This design comes from an exercise in tuning for small area and few clock cycles per item on the open sky130 flow, not from production work. The RTL was checked by simulation tests, not by an equivalence proof against the original design. The clock input has no modelled driver; a real chip could not lean on it and would need a root buffer or a full tree.

==> flow/design.v <==
`default_nettype none
module udp_ipv4_frame_filter (
   input  wire           clock,
   input  wire           reset,
   input  wire           req_valid,
   output wire           req_ready,
   input  wire  [7:0]    req_data_byte,
   input  wire           req_is_last,
   output wire           rsp_valid,
   input  wire           rsp_ready,
   output wire           rsp_accepted,
   output wire  [3:0]    rsp_verdict_code,
   output wire  [31:0]   rsp_source_addr,
   output wire  [31:0]   rsp_dest_addr,
   output wire  [6:0]    rsp_payload_offset,
   output wire  [13:0]   rsp_payload_length,
   input  wire           csr_valid,
   output wire           csr_ready,
   input  wire  [1:0]    csr_reg_index,
   input  wire  [31:0]   csr_write_data
);
   logic        en_ff, a_ok_ff, b_ok_ff;
   logic [31:0] a_ff, b_ff;
   assign csr_ready = 1'b1;
   always_ff @(posedge clock) begin
      if (reset) begin
         en_ff   <= 1'b0;
         a_ok_ff <= 1'b0;
         b_ok_ff <= 1'b0;
      end else if (csr_valid) begin
         if (csr_reg_index == 2'd0) en_ff <= csr_write_data[0];
         if (csr_reg_index == 2'd1) a_ok_ff <= 1'b1;
         if (csr_reg_index == 2'd2) b_ok_ff <= 1'b1;
      end
   end
   always_ff @(posedge clock) begin
      if (csr_valid && csr_reg_index == 2'd1) a_ff <= csr_write_data;
      if (csr_valid && csr_reg_index == 2'd2) b_ff <= csr_write_data;
   end
   logic [13:0] cnt_ff;      
   logic        pay_ff;      
   logic [3:0]  ihl_ff;
   logic        bad_eth_ff, bad_hdr_ff, bad_proto_ff;
   logic        hit_a_ff, hit_b_ff, hit_src_ff;
   logic [13:0] ulen_ff;     
   logic        big_ff;      
   logic [31:0] src_ff, dst_ff;
   logic        rv_ff;       
   logic        accept, act, last, xfer, rsp_valid_w;
   logic        pact, udp_full;
   logic        hlen_ok;
   logic        pay_start, pay_inc;
   logic        in_src, in_dst, fill_shift;
   logic [7:0]  din;
   logic [1:0]  k;
   logic [7:0]  a_byte, b_byte;
   logic        eq_a, eq_b, zero_byte, restart;
   logic        at_len, at_bound;
   logic        cnt_clr, cnt_inc;
   logic        short_f, hit, zfill;
   logic [3:0]  code;
   always_comb begin
      xfer   = rsp_valid_w && rsp_ready;
      accept = req_valid && req_ready;
      act    = accept && !rv_ff && !pay_ff;
      pact   = accept && !rv_ff && pay_ff;
      last   = accept && req_is_last;
      hlen_ok = ihl_ff[3] || (ihl_ff[2] && (ihl_ff[1] || ihl_ff[0]));
      pay_start = act && cnt_ff[7:0] == 8'd13 + {2'b0, ihl_ff, 2'b00} && hlen_ok;
      udp_full  = cnt_ff[13:3] != 11'd0;    
      at_len    = !big_ff && udp_full && cnt_ff == ulen_ff;
      at_bound  = cnt_ff[13:7] == 7'h7f && cnt_ff[1:0] == 2'b01 &&
                  cnt_ff[6:2] == 5'd28 - {1'b0, ihl_ff};
      pay_inc   = pact && !at_len && !at_bound;
      in_src = cnt_ff[7:2] == 6'b000110 ? cnt_ff[1] :
               cnt_ff[7:2] == 6'b000111 ? !cnt_ff[1] : 1'b0;    
      in_dst = cnt_ff[7:2] == 6'b000111 ? cnt_ff[1] :
               cnt_ff[7:2] == 6'b001000 ? !cnt_ff[1] : 1'b0;    
      k      = cnt_ff[1:0] ^ 2'b10;
      a_byte = a_ff[8*(3-k) +: 8];
      b_byte = b_ff[8*(3-k) +: 8];
      zero_byte = req_data_byte == 8'd0;
      eq_a   = a_ok_ff ? req_data_byte == a_byte : zero_byte;
      eq_b   = b_ok_ff ? req_data_byte == b_byte : zero_byte;
      restart = cnt_ff[1:0] == 2'b10;
      short_f = !pay_ff && cnt_ff[7:0] < 8'd34;
      hit     = hit_src_ff || hit_a_ff || hit_b_ff;
      if (short_f)                    code = 4'd1;
      else if (bad_eth_ff)            code = 4'd2;
      else if (bad_hdr_ff)            code = 4'd3;
      else if (!pay_ff)               code = 4'd4;
      else if (en_ff && !hit)         code = 4'd5;
      else if (bad_proto_ff)          code = 4'd6;
      else if (!udp_full)             code = 4'd7;
      else if (!big_ff && ulen_ff[13:3] == 11'd0)           code = 4'd8;
      else                            code = 4'd0;
      zfill = short_f || (!pay_ff && hlen_ok);
      rsp_valid_w = rv_ff && (cnt_ff[13] || !zfill);
      fill_shift  = rv_ff && zfill && !cnt_ff[13];
      din = (fill_shift || bad_eth_ff || bad_hdr_ff) ? 8'd0 : req_data_byte;
   end
   assign req_ready = !rv_ff || xfer;
   always_comb begin
      cnt_clr = reset || xfer || pay_start;
      cnt_inc = !reset && (xfer ? accept : (pay_inc || (act && !cnt_ff[7] && !pay_start)));
   end
   always_ff @(posedge clock) begin
      cnt_ff <= (cnt_clr ? 14'd0 : cnt_ff) + {13'd0, cnt_inc} + {fill_shift && !reset, 11'd0};
      if (reset || xfer) begin
         pay_ff <= 1'b0;
      end else if (pay_start) begin
         pay_ff <= 1'b1;
      end
   end
   always_ff @(posedge clock) begin
      if (reset || xfer) begin
         rv_ff     <= 1'b0;
      end else begin
         if (last) rv_ff <= 1'b1;
      end
      if (!reset && last && xfer) rv_ff <= 1'b1;    
   end
   always_ff @(posedge clock) begin
      if (act) begin
         if (cnt_ff[7:0] == 8'd12) bad_eth_ff <= req_data_byte != 8'h08;
         if (cnt_ff[7:0] == 8'd13) bad_eth_ff <= bad_eth_ff || req_data_byte != 8'h00;
         if (cnt_ff[7:0] == 8'd14) begin
            ihl_ff     <= req_data_byte[3:0];
            bad_hdr_ff <= req_data_byte[7:4] != 4'd4 || req_data_byte[3:0] < 4'd5;
         end
         if (cnt_ff[7:0] == 8'd23) bad_proto_ff <= req_data_byte != 8'd17;
         if (in_src || in_dst) begin
            hit_a_ff <= (restart || hit_a_ff) && eq_a;
            hit_b_ff <= (restart || hit_b_ff) && eq_b;
         end
         if (cnt_ff[7:0] == 8'd29) hit_src_ff <= (hit_a_ff && eq_a) || (hit_b_ff && eq_b);
      end
      if (pact) begin
         if (cnt_ff == 14'd4) begin
            big_ff        <= req_data_byte[7:6] != 2'd0;
            ulen_ff[13:8] <= req_data_byte[5:0];
         end
         if (cnt_ff == 14'd5) begin
            ulen_ff[7:0] <= req_data_byte;
         end
      end
   end
   always_ff @(posedge clock) begin
      if ((act && in_src) || fill_shift) src_ff <= {src_ff[23:0], din};
      if ((act && in_dst) || fill_shift) dst_ff <= {dst_ff[23:0], din};
   end
   assign rsp_valid          = rsp_valid_w;
   assign rsp_verdict_code   = code;
   assign rsp_accepted       = code == 4'd0;
   assign rsp_source_addr    = src_ff;
   assign rsp_dest_addr      = dst_ff;
   assign rsp_payload_offset = code == 4'd0 ? {ihl_ff + 5'd5, 2'b10} : 7'd0;
   assign rsp_payload_length = code == 4'd0 ? cnt_ff - 14'd8 : 14'd0;
endmodule
`default_nettype wire
==> flow/config.mk <==
export PLATFORM = sky130hd
export DESIGN_NAME = udp_ipv4_frame_filter
export DESIGN_NICKNAME = udp_ipv4_frame_filter
export VERILOG_FILES = /design/flow/design.v
export SDC_FILE = /design/flow/constraint.sdc
export NUM_CORES = 4
export LEC_CHECK = 0
export CAP_MARGIN = 0
export CORE_MARGIN = 2
export CORE_UTILIZATION = 65
export SLEW_MARGIN = 0
==> flow/constraint.sdc <==
create_clock -name core_clock -period 6.0 [get_ports {clock}]
set_input_delay 1.2000 -clock core_clock [delete_from_list [all_inputs] [get_ports {clock}]]
set_output_delay 1.2000 -clock core_clock [all_outputs]
set_load 0.01 [all_outputs]
standard.sh (not shown) runs the stock make flow with config.mk's settings and CLKGATE_MAP_FILE= SYNTH_SCRIPT=/design/flow/synth_recipe.tcl, a recipe that flattens the netlist after the stock synthesis.
==> flow/flow/run.sh <==
#!/bin/bash
# the standard layout with three changes: an area-oriented abc script in synthesis,
# the smallest buffer on the ports, and a small hand-built clock tree (flow/mcts.tcl:
# one root buffer driving eleven leaf buffers, each leaf driving one balanced cluster
# of nearby registers) in place of TritonCTS's tree
set -euo pipefail
here=$(pwd)
rm -rf "$here/scripts"
cp -r "$FLOW_HOME/scripts" "$here/scripts"
cp "$here/flow/abc.script" "$here/scripts/abc_speed.script"
export BUFFER_PORTS_ARGS="-buffer_cell sky130_fd_sc_hd__buf_1"
export PRE_CTS_TCL="$here/flow/mcts.tcl"
export MCTS_LEAVES=11 MCTS_LEAF_CELL=sky130_fd_sc_hd__clkbuf_8 MCTS_ROOT_CELL=sky130_fd_sc_hd__clkbuf_8
bash standard.sh SCRIPTS_DIR="$here/scripts" finish > standard_flow.log 2>&1
Other scripts of this flow, unchanged in this note and not shown: flow/flow/abc.script, flow/flow/mcts.tcl
The baseline went through all stages and came out clean.
Testbench counts at the start, summed over its fixed seeds: cycles 393,172, frames 1,200.
Edit:
Settings changed: CORE_UTILIZATION 65 to 40.
What happened: The changed run went through all stages and came out clean; die area rises by 60%; area after synthesis is unchanged; design area grows by 1.4%; core utilization is lower by 29 points; critical path depth stays the same.
No run of this note takes its clock network from TritonCTS; it comes from the design's own scripts or RTL.

-- separate check: timing with driven ports --
Ports are ideal in the flow. The routed layouts listed here were re-timed in OpenROAD. Step 1 (the two cells are an assumption about what drives the block):
set clk [get_ports {clock}]
set_driving_cell -lib_cell sky130_fd_sc_hd__clkbuf_16 $clk
set_driving_cell -lib_cell sky130_fd_sc_hd__buf_2 [delete_from_list [all_inputs] $clk]
Step 2 moves the port delays by t, midway between the first and last clock arrival at a register: inputs arrive t later, outputs are due t later. That takes back most of the time a late clock gives input paths. Slacks: ideal / step 1 / step 2; pairs: ideal / step 1.
| run | shift t [ns] | setup slack, ns | pins driven straight from the clock port |
|---|---|---|---|
| the first run | 0.456 | 1.004 / 0.970 / 1.190 | 1 |
| the second run | 0.483 | 0.830 / 0.791 / 1.202 | 1 |
After both steps every run listed still meets setup and hold.
